From an optimization exercise on the open Yosys and OpenROAD flow, aimed at small area; shortcuts taken in it are not production practice. Only simulation tests tie the RTL to the original design; equivalence was not proved. Power and IR drop assume default switching activity.

==> flow/design.v (excerpt) <==
module dma_dispatcher (
    input  logic                     clk,
    input  logic                     rst_local,
    input  logic                     mmio_read,
    input  logic                     mmio_write,
    input  logic [10-1:0]   mmio_address,
    input  logic [64-1:0]   mmio_writedata,
    output logic [64-1:0]   readdata,
    output logic                     readdatavalid,
    output logic                     rd_ch0_new_cmd,
    output logic [64-1:0]   rd_ch0_src_start_addr,
    output logic [64-1:0]   rd_ch0_dst_start_addr,
    output logic [64-1:0]   rd_ch0_xfer_length,
    output logic                     rd_ch1_new_cmd,
    output logic [64-1:0]   rd_ch1_src_start_addr,
    output logic [64-1:0]   rd_ch1_dst_start_addr,
    output logic [64-1:0]   rd_ch1_xfer_length,
    output logic                     wr_ch0_new_cmd,
    output logic [64-1:0]   wr_ch0_src_start_addr,
    output logic [64-1:0]   wr_ch0_dst_start_addr,
    output logic [64-1:0]   wr_ch0_xfer_length,
    output logic                     wr_ch1_new_cmd,
    output logic [64-1:0]   wr_ch1_src_start_addr,
    output logic [64-1:0]   wr_ch1_dst_start_addr,
    output logic [64-1:0]   wr_ch1_xfer_length,
    output logic                     rd_cfg_sclr,
    output logic                     rd_cfg_clear_irq,
    output logic                     wr_cfg_sclr,
  ...
Size in the first run: roughly 2,200 cells after synthesis, roughly 990 I/O pins.
clock: 8.0 ns
lec_check: 0
cap_margin: 20
core_margin: 2
core_utilization: 40
slew_margin: 20
standard.sh (not shown) runs the stock make flow with config.mk's settings and CLKGATE_MAP_FILE= SYNTH_SCRIPT=/design/flow/synth_recipe.tcl, a recipe that flattens the netlist after the stock synthesis.
==> flow/flow/run.sh <==
#!/bin/bash
# Standard layout, with the smallest buffer on the ports and a clock tree of
# larger leaf clusters, without dummy loads. Each ORFS step logs to
# orfs/logs/; make's own output goes to make_finish.log.
set -euo pipefail
export BUFFER_PORTS_ARGS="-buffer_cell sky130_fd_sc_hd__buf_1"
export CTS_ARGS="-sink_clustering_enable -repair_clock_nets -dont_use_dummy_load -buf_list {sky130_fd_sc_hd__clkbuf_8} -sink_clustering_size 15 -sink_clustering_max_diameter 40"
bash standard.sh finish > make_finish.log 2>&1
Next try:
==> flow/flow/run.sh (replaced) <==
#!/bin/bash
# Standard layout, with the smallest buffer on the ports and a clock tree of
# larger leaf clusters, without dummy loads. Each ORFS step logs to
# orfs/logs/; make's own output goes to make_finish.log.
set -euo pipefail
export BUFFER_PORTS_ARGS="-buffer_cell sky130_fd_sc_hd__buf_1"
export CTS_ARGS="-sink_clustering_enable -repair_clock_nets -dont_use_dummy_load -buf_list {sky130_fd_sc_hd__clkbuf_16} -sink_clustering_size 30 -sink_clustering_max_diameter 100"
bash standard.sh finish > make_finish.log 2>&1
After rerunning: The new run finished clean. Power shrinks by 6.3%. Area after synthesis is unchanged. Hold slack is worse by 0.010 ns. Die area does not change. Cell area shrinks by 1.4%. Maximum frequency grows by 0.88%. Count of clock-buffer cells in the layout shrinks by 71. Sequential share of layout area grows by 0.74 points. Worst setup slack is better by 0.068 ns. Final cell count shrinks by 1.7%.
Next try:
==> flow/flow/run.sh (replaced) <==
#!/bin/bash
# Standard layout, with the smallest buffer on the ports and a clock tree of
# larger leaf clusters, without dummy loads. Each ORFS step logs to
# orfs/logs/; make's own output goes to make_finish.log.
set -euo pipefail
export BUFFER_PORTS_ARGS="-buffer_cell sky130_fd_sc_hd__buf_1"
export CTS_ARGS="-sink_clustering_enable -repair_clock_nets -dont_use_dummy_load -buf_list {sky130_fd_sc_hd__clkbuf_16} -sink_clustering_size 25 -sink_clustering_max_diameter 50"
bash standard.sh finish > make_finish.log 2>&1
The new run completed without violations.
Setup slack loses 0.083 ns.
Die area stays the same.
Clock-buffer cell count rose by 48.
Total power rose by 18%.
Combinational power hardly moves.
Wire length goes up by 0.70%.
Non-clock buffer count stays the same.
Flip-flop and latch count is unchanged.
Synthesized area does not change.
Fmax is lower by 1.0%.
Next try:
==> flow/flow/run.sh (replaced) <==
#!/bin/bash
# Standard layout, with the smallest buffer on the ports and a clock tree of
# larger leaf clusters, without dummy loads. Each ORFS step logs to
# orfs/logs/; make's own output goes to make_finish.log.
set -euo pipefail
export BUFFER_PORTS_ARGS="-buffer_cell sky130_fd_sc_hd__buf_1"
export CTS_ARGS="-sink_clustering_enable -repair_clock_nets -dont_use_dummy_load -root_buf sky130_fd_sc_hd__clkbuf_16 -buf_list {sky130_fd_sc_hd__clkbuf_8 sky130_fd_sc_hd__clkbuf_16} -sink_clustering_size 20 -sink_clustering_max_diameter 60"
bash standard.sh finish > make_finish.log 2>&1
What happened:
- first-iteration DRC count increases by 4.6%
- sequential power barely changes
- via count decreases by 0.67%
- power decreases by 5.2%
- global-route usage decreases by 0.13 points
- design area decreases by 0.90%

== onyx ==
Another version of the RTL of dma_dispatcher (not shown whole).
Size in the first run: roughly 830 flip-flops, ~990 I/O pins, ~36,000 um2 of cells after synthesis.
clock: 8.0 ns
lec_check: 0
cap_margin: 20
core_margin: 2
core_utilization: 40
slew_margin: 20
==> flow/flow/run.sh <==
#!/bin/bash
# Standard layout, with the smallest buffer on the ports and a clock tree of
# larger leaf clusters, without dummy loads. Each ORFS step logs to
# orfs/logs/; make's own output goes to make_finish.log.
set -euo pipefail
export BUFFER_PORTS_ARGS="-buffer_cell sky130_fd_sc_hd__buf_1"
export CTS_ARGS="-sink_clustering_enable -repair_clock_nets -dont_use_dummy_load -root_buf sky130_fd_sc_hd__clkbuf_16 -buf_list {sky130_fd_sc_hd__clkbuf_8} -sink_clustering_size 18 -sink_clustering_max_diameter 70"
bash standard.sh finish > make_finish.log 2>&1
onyx has completed all stages; timing, DRC and antenna checks passed.
The following lists how maple was set up differently from onyx:
Settings: CORE_UTILIZATION now 60, was 40.
==> flow/flow/run.sh <==
#!/bin/bash
# Standard layout, with the smallest buffer on the ports and a clock tree of
# larger leaf clusters, without dummy loads. Each ORFS step logs to
# orfs/logs/; make's own output goes to make_finish.log.
set -euo pipefail
export BUFFER_PORTS_ARGS="-buffer_cell sky130_fd_sc_hd__buf_1"
export CTS_ARGS="-sink_clustering_enable -repair_clock_nets -dont_use_dummy_load -buf_list {sky130_fd_sc_hd__clkbuf_16} -sink_clustering_size 30 -sink_clustering_max_diameter 100"
bash standard.sh finish > make_finish.log 2>&1
==> summary.txt <==
- FAIL maple @ I/O pin placement (3_2_place_iop): tool exited with error
- Diff onyx..maple | share of the synthesized area in compound gates (AO/OA/AOI/OAI) | unchanged
- Delta (maple minus onyx): height of the chip lower; share of synthesized area occupied by flip-flops and latches essentially unchanged; die width decreased by 18% relative to the old numbers; area share of fa/ha/maj cells after synthesis did not really move.
- onyx -> maple: synthesized cell count delta 0, exact match
- Compared to onyx, maple has number of core rows about 18% lower.
- Compared maple against onyx; post-synthesis cell area within noise.
### maple -> pepper
Settings: CORE_UTILIZATION changed from 60 to 40.
Notes after the runs:
pepper | stages: all done | timing, DRC, antenna: all pass
Compared with maple, pepper shows horizontal extent of the die that has gone up by more than 10%.
Synthesized cell count across pepper and maple: no real change.
Per the comparison of pepper with maple, number of rows in the core area rose by about 22%; share of synthesized cell area in full adder, half adder and majority cells stayed essentially flat.
Looking at height of the die, pepper sits 55 um above maple.
What juniper does differently from pepper at the input level:
--- a/flow/flow/run.sh
+++ b/flow/flow/run.sh
@@ -6,3 +6,3 @@
 export BUFFER_PORTS_ARGS="-buffer_cell sky130_fd_sc_hd__buf_1"
-export CTS_ARGS="-sink_clustering_enable -repair_clock_nets -dont_use_dummy_load -buf_list {sky130_fd_sc_hd__clkbuf_16} -sink_clustering_size 30 -sink_clustering_max_diameter 100"
+export CTS_ARGS="-sink_clustering_enable -repair_clock_nets -dont_use_dummy_load -buf_list {sky130_fd_sc_hd__clkbuf_16} -sink_clustering_size 26 -sink_clustering_max_diameter 80"
 bash standard.sh finish > make_finish.log 2>&1
- Timing, DRC, antenna: 0 failures across juniper and pepper
- Going from pepper to juniper, worst hold slack went down 0.016 ns; clock group power went up by about 9%; count of non-filler cells in the finished layout now sits at about the same level.
- Diff juniper..pepper | first-pass GRT wire length | negligible
- juniper vs. pepper: fmax now smaller, fraction of area in registers now smaller.

## re-timing with driven ports
The results above use ideal ports. As a check the final layouts listed here were re-extracted and re-timed, cells and wires unchanged. Step 1 (the two cells are an assumption about what drives the block):
set clk [get_ports {clk}]
set_driving_cell -lib_cell sky130_fd_sc_hd__clkbuf_16 $clk
set_driving_cell -lib_cell sky130_fd_sc_hd__buf_2 [delete_from_list [all_inputs] $clk]
Step 2 also shifts input and output timing later by t, the mid clock arrival at the registers, as if the neighbouring blocks saw the same clock. a / b / c = ideal / step 1 / step 2; a / b = the first two.
run	t (ns)	setup slack, ns	worst data-port slew with drivers (ns)
the first run of note 1	0.770	0.131 / 0.064 / 0.834	0.12
the second run of note 1	0.644	0.199 / 0.126 / 0.770	0.13
the third run of note 1	0.685	0.117 / 0.047 / 0.732	0.14
the fourth run of note 1	0.647	0.134 / 0.067 / 0.715	0.13
onyx	0.651	0.227 / 0.155 / 0.807	0.15
pepper	0.636	0.221 / 0.156 / 0.792	0.16
juniper	0.641	0.197 / 0.129 / 0.771	0.15
After both steps setup and hold are still met in every run listed.
